This is an optimization exercise on Yosys and OpenROAD, whose aim is small area and a short achievable clock period, not a production implementation.
Function was checked by simulation only, so behaviour that the tests miss may differ from the original.
Power is estimated from default activity; no workload was simulated.

Design core_top, start of the top module:
module core_top (
	input wire clk,
	input wire res,
	input wire inst_valid,
	input wire [core_pkg::xlen-1:0] inst_code,
	output logic wb_valid,
	output logic [core_pkg::reg_idx_w-1:0] wb_reg,
	output logic [core_pkg::xlen-1:0] wb_data,
	output logic wb_sat
);
clock: 11.0 ns
lec_check: 0
cap_margin: 20
core_margin: 2
core_utilization: 55
cts_buf_list: sky130_fd_sc_hd__clkbuf_16
cts_cluster_diameter: 80
cts_cluster_size: 24
place_density: 0.7
setup_slack_margin: 5
slew_margin: 20
synth_hierarchical: 1
synth_minimum_keep_size: 0
standard.sh (not shown) runs the stock make flow with config.mk's settings and CLKGATE_MAP_FILE= SYNTH_SCRIPT=/design/flow/synth_recipe.tcl, a recipe that flattens the netlist after the stock synthesis.
==> flow/flow/run.sh <==
#!/bin/bash
# Own flow: the standard layout (standard.sh, standard synthesis included)
# with a larger setup margin for the timing repair steps, so that repair works
# the design below the clock period it is built at. Nothing else changes.
set -euo pipefail
grep -q 'SETUP_SLACK_MARGIN=5' standard.sh
sed 's/SETUP_SLACK_MARGIN=5/SETUP_SLACK_MARGIN=6/' standard.sh > standard_margin.sh
grep -q 'SETUP_SLACK_MARGIN=6' standard_margin.sh
bash standard_margin.sh finish > make_finish.log 2>&1
The baseline completed with no timing, DRC or antenna violations.
Change:
--- a/flow/flow/run.sh
+++ b/flow/flow/run.sh
@@ -5,5 +5,5 @@
 set -euo pipefail
 grep -q 'SETUP_SLACK_MARGIN=5' standard.sh
-sed 's/SETUP_SLACK_MARGIN=5/SETUP_SLACK_MARGIN=6/' standard.sh > standard_margin.sh
-grep -q 'SETUP_SLACK_MARGIN=6' standard_margin.sh
+sed 's/SETUP_SLACK_MARGIN=5/SETUP_SLACK_MARGIN=6.5/' standard.sh > standard_margin.sh
+grep -q 'SETUP_SLACK_MARGIN=6.5' standard_margin.sh
 bash standard_margin.sh finish > make_finish.log 2>&1
What happened: The changed run finished with timing, DRC and antenna clean. Wire length shrinks by 2.3%. Total power shrinks by 0.79%. Utilization stays flat. First-iteration DRC count shrinks by 2.6%. Sequential power hardly moves.

* * *

core_top, a different RTL version from the one above (not shown whole).
Size in the first run: roughly 5500 cells after synthesis, roughly 65000 um2 of cells after synthesis.
clock: 11.0 ns
lec_check: 0
cap_margin: 20
core_margin: 2
core_utilization: 55
cts_buf_list: sky130_fd_sc_hd__clkbuf_16
cts_cluster_diameter: 80
cts_cluster_size: 24
place_density: 0.7
setup_slack_margin: 5
slew_margin: 20
synth_hierarchical: 1
synth_minimum_keep_size: 0
==> flow/flow/run.sh <==
#!/bin/bash
# Own flow: the standard layout (standard.sh, standard synthesis included)
# with a larger setup margin for the timing repair steps, so that repair works
# the design below the clock period it is built at. Nothing else changes.
set -euo pipefail
grep -q 'SETUP_SLACK_MARGIN=5' standard.sh
sed 's/SETUP_SLACK_MARGIN=5/SETUP_SLACK_MARGIN=6/' standard.sh > standard_margin.sh
grep -q 'SETUP_SLACK_MARGIN=6' standard_margin.sh
bash standard_margin.sh finish > make_finish.log 2>&1
Change:
--- a/flow/flow/run.sh
+++ b/flow/flow/run.sh
@@ -7,2 +7,2 @@
-sed 's/SETUP_SLACK_MARGIN=5/SETUP_SLACK_MARGIN=6/' standard.sh > standard_margin.sh
-grep -q 'SETUP_SLACK_MARGIN=6' standard_margin.sh
+sed 's/SETUP_SLACK_MARGIN=5/SETUP_SLACK_MARGIN=5.5/' standard.sh > standard_margin.sh
+grep -q 'SETUP_SLACK_MARGIN=5.5' standard_margin.sh
Effect: The changed run went through all stages and came out clean; worst setup slack gets worse by 0.35 ns; global-route usage decreases by 0.18 points; die area stays the same; final area falls by 2.6%; via count shrinks by 1.0%; power went down by 1.5%; non-clock buffer count fell by 58; synthesized cell count is unchanged; combinational power went down by about 8%.

* * *

Another version of the RTL of core_top (not shown whole).
For scale: about 5,600 cells after synthesis, about 74 I/O pins.
==> flow/config.mk <==
export PLATFORM = sky130hd
export DESIGN_NAME = core_top
export DESIGN_NICKNAME = core_top
export VERILOG_FILES = /design/flow/design.v
export SDC_FILE = /design/flow/constraint.sdc
export NUM_CORES = 4
export LEC_CHECK = 0
export CAP_MARGIN = 20
export CORE_MARGIN = 2
export CORE_UTILIZATION = 55
export CTS_BUF_LIST = sky130_fd_sc_hd__clkbuf_16
export CTS_CLUSTER_DIAMETER = 80
export CTS_CLUSTER_SIZE = 24
export PLACE_DENSITY = 0.7
export SETUP_SLACK_MARGIN = 5
export SLEW_MARGIN = 20
export SYNTH_HIERARCHICAL = 1
export SYNTH_MINIMUM_KEEP_SIZE = 0
==> flow/constraint.sdc <==
create_clock -name core_clock -period 11.0 [get_ports {clk}]
set_input_delay 2.2000 -clock core_clock [delete_from_list [all_inputs] [get_ports {clk}]]
set_output_delay 2.2000 -clock core_clock [all_outputs]
set_load 0.01 [all_outputs]
==> flow/flow/run.sh <==
#!/bin/bash
# Own flow: the standard layout (standard.sh, standard synthesis included)
# with a larger setup margin for the timing repair steps, so that repair works
# the design below the clock period it is built at. Nothing else changes.
set -euo pipefail
grep -q 'SETUP_SLACK_MARGIN=5' standard.sh
sed 's/SETUP_SLACK_MARGIN=5/SETUP_SLACK_MARGIN=6.5/' standard.sh > standard_margin.sh
grep -q 'SETUP_SLACK_MARGIN=6.5' standard_margin.sh
bash standard_margin.sh finish > make_finish.log 2>&1
The first run finished with timing, DRC and antenna clean.
==> next run, changes <==
--- a/flow/flow/run.sh
+++ b/flow/flow/run.sh
@@ -7,2 +7,2 @@
-sed 's/SETUP_SLACK_MARGIN=5/SETUP_SLACK_MARGIN=6.5/' standard.sh > standard_margin.sh
-grep -q 'SETUP_SLACK_MARGIN=6.5' standard_margin.sh
+sed 's/SETUP_SLACK_MARGIN=5/SETUP_SLACK_MARGIN=6/' standard.sh > standard_margin.sh
+grep -q 'SETUP_SLACK_MARGIN=6' standard_margin.sh
Cell area goes up by 0.76%.
Cell count stays flat.
Die area stays the same.
Worst setup slack improves by 0.0052 ns.
Non-clock buffer count climbs by 16.
Via count fell by 0.69%.
Synthesized area is unchanged.
Wire length falls by 0.71%.

==> separate check: timing with driven ports <==
How much do the figures lean on ideal ports? The routed layouts below were timed once more, with nothing changed but the port constraints.
Step 1: set_driving_cell puts a clkbuf_16 on clk and a buf_2 on each other input, an assumption about the parent block.
Step 2 adds t to the input delays and takes it off the output delays; t is the mean of the earliest and latest rising clock arrival at the registers after step 1. Input paths then give back, and output paths get back, about the clock's delay inside the block.
Three values: ideal ports, drivers, drivers and shift; two values: the first two.
| run | shift t [ns] | setup slack, ns | worst setup path after step 2 | cell pins on the clock port's net |
|---|---|---|---|---|
| the first run of note 1 | 0.776 | 5.482 / 5.532 / 4.756 | input to register | 1 |
| the second run of note 1 | 0.796 | 5.556 / 5.556 / 4.896 | input to register | 1 |
| the first run of note 2 | 0.762 | 5.823 / 5.823 / 5.134 | input to register | 1 |
| the second run of note 2 | 0.765 | 5.468 / 5.517 / 4.752 | input to register | 1 |
| the first run of note 3 | 0.765 | 5.783 / 5.783 / 5.096 | input to register | 1 |
| the second run of note 3 | 0.789 | 5.788 / 5.788 / 5.065 | input to register | 1 |
After both steps setup and hold are still met in every run listed. For the first run of note 1, which loses most, drivers alone change the setup slack by +0.050 ns; drivers and shift together by -0.726 ns.
